What follows belongs to an exercise in optimizing a design on an open flow for small area and a short achievable clock period; a production flow would make more cautious choices.
Only simulation tests tie the RTL to the original design; equivalence was not proved.
No activity file was given, so power comes from the tool's default toggle rates.

// instr_fetch_mem
module instr_fetch_mem #(
    parameter int                DATA_W    = 32,
    parameter int                ADDR_W    = 32,
    parameter int                DEPTH     = 64,
    parameter logic [ADDR_W-1:0] BASE_ADDR = '0,
    parameter logic [DATA_W-1:0] NOP_INSTR = imem_pkg::NOP_INSTR,
    localparam int               IDX_W     = (DEPTH > 1) ? $clog2(DEPTH) : 1
) (
    input  logic                         clk,
    input  logic                         reset,
    input  logic                         req_valid,
    output logic                         req_ready,
    input  logic [ADDR_W-1:0]            req_addr,
    output logic                         resp_valid,
    input  logic                         resp_ready,
    output logic [DATA_W-1:0]            resp_instr,
    output logic [ADDR_W-1:0]            resp_addr,
    output logic [imem_pkg::FAULT_W-1:0] resp_fault,
    input  logic                         load_en,
    input  logic [IDX_W-1:0]             load_idx,
    input  logic [DATA_W-1:0]            load_data
);
Size: about 5500 cells after synthesis, ~2100 flip-flops, roughly 71000 sq um of cells after synthesis.
clock: 5.0 ns
lec_check: 0
cap_margin: 10
core_margin: 2
core_utilization: 50
cts_buf_list: sky130_fd_sc_hd__clkbuf_8
cts_cluster_diameter: 40
cts_cluster_size: 14
setup_slack_margin: 2.6
slew_margin: 10
synth_hierarchical: 1
synth_minimum_keep_size: 0
tns_end_percent: 5
run.sh (not shown) runs the stock make flow with config.mk's settings and CLKGATE_MAP_FILE= SYNTH_SCRIPT=/design/flow/synth_recipe.tcl, a recipe that flattens the netlist after the stock synthesis.
The baseline produced a clean layout.
Change:
==> flow/flow/run.sh (new file) <==
#!/bin/bash
# Own layout flow: the standard flow (standard.sh, unchanged synthesis) with three
# layout choices passed to ORFS as make variables:
#  - ports are buffered with buf_4 instead of the default pick (a slow delay buffer),
#  - the clock tree uses clkbuf_8 leaves under a clkbuf_16 root, clusters of 14 sinks,
#    and no dummy loads,
#  - timing repair may resize a cell to any footprint.
# Each tool's full output stays in orfs/logs/ (ORFS writes one log per step); make's own
# output goes to flow_make.log in this folder.
set -euo pipefail
bash standard.sh \
  "BUFFER_PORTS_ARGS=-buffer_cell sky130_fd_sc_hd__buf_4" \
  "CTS_ARGS=-sink_clustering_enable -repair_clock_nets -dont_use_dummy_load -sink_clustering_size 14 -sink_clustering_max_diameter 40 -root_buf sky130_fd_sc_hd__clkbuf_16 -buf_list sky130_fd_sc_hd__clkbuf_8" \
  "MATCH_CELL_FOOTPRINT=0" \
  finish > flow_make.log 2>&1
==> flow/standard.sh (new file) <==
#!/bin/bash
# synth_recipe.tcl (not shown) runs the flow's synth.tcl, then flattens the netlist and writes it again
# the make line also repeats each setting of config.mk as NAME=value (left out here)
make -C /OpenROAD-flow-scripts/flow DESIGN_CONFIG=/design/flow/config.mk WORK_HOME=/design/flow/orfs CLKGATE_MAP_FILE= SYNTH_SCRIPT=/design/flow/synth_recipe.tcl "${@:-finish}"
Settings changed: CTS_BUF_LIST sky130_fd_sc_hd__clkbuf_8 to not set, CTS_CLUSTER_DIAMETER 40 to not set, CTS_CLUSTER_SIZE 14 to not set.
removed: flow/run.sh
Effect:
- combinational power fell slightly
- setup slack gets worse by 420 ps
- global-route usage fell by 3.5 points
- clock-buffer cell count fell by 73
Change:
Settings changed: CORE_UTILIZATION 50 to 65, TNS_END_PERCENT 5 to 100.
=>
- The changed run completed without violations
- final area drops by 0.52%
- non-clock buffer count climbs by 38
- routed wire length drops by 3.5%
Change:
==> flow/run.sh (new file) <==
#!/bin/bash
# synth_recipe.tcl (not shown) runs the flow's synth.tcl, then flattens the netlist and writes it again
# the make line also repeats each setting of config.mk as NAME=value (left out here)
make -C /OpenROAD-flow-scripts/flow DESIGN_CONFIG=/design/flow/config.mk WORK_HOME=/design/flow/orfs CLKGATE_MAP_FILE= SYNTH_SCRIPT=/design/flow/synth_recipe.tcl finish
Settings changed: CORE_UTILIZATION 65 to 50, CTS_BUF_LIST set to sky130_fd_sc_hd__clkbuf_8, CTS_CLUSTER_DIAMETER set to 40, CTS_CLUSTER_SIZE set to 14, SETUP_SLACK_MARGIN 2.6 to 2.5, TNS_END_PERCENT 100 to not set.
removed: flow/flow/run.sh
removed: flow/standard.sh
=>
- register-to-register slack gets better by 340 ps
- cell area rose by 5.1%
- global-route usage fell by 6.7 points
- cell count rose by 9.5%
- via count fell by 1.6%
- utilization fell by 15 points
- synthesized area is unchanged
- power rose by 15%

## re-timing with driven ports
The results above use ideal ports. As a check the final layouts listed here were re-extracted and re-timed, cells and wires unchanged. Step 1: set_driving_cell puts a clkbuf_16 on clk and a buf_2 on each other input, an assumption about the parent block. Step 2 times the ports against the registers' clock, not the clock port: input delays grow and output delays shrink by t, the midpoint of the rising clock arrivals with the driver on. Slacks: ideal ports / drivers / drivers and shift; pairs: ideal ports / drivers.
run	shift t [ns]	setup WS [ns]	worst hold slack (ns)	latest minus earliest clock arrival (ns)	worst data-port slew with drivers (ns)
the first run	1.085	2.004 / 2.011 / 0.926	0.126 / 0.075 / 0.486	0.076 / 0.076	0.17
the second run	0.869	1.582 / 1.447 / 0.579	0.387 / 0.330 / 0.482	0.101 / 0.101	0.22
the third run	0.839	1.525 / 1.505 / 0.666	0.048 / -0.011 / 0.486	0.076 / 0.076	0.18
the fourth run	1.062	1.835 / 1.863 / 0.800	0.136 / 0.075 / 0.476	0.063 / 0.063	0.16
After both steps setup and hold are still met in every run listed. For the first run, which loses most, drivers alone change the setup slack by +0.007 ns; drivers and shift together by -1.078 ns.
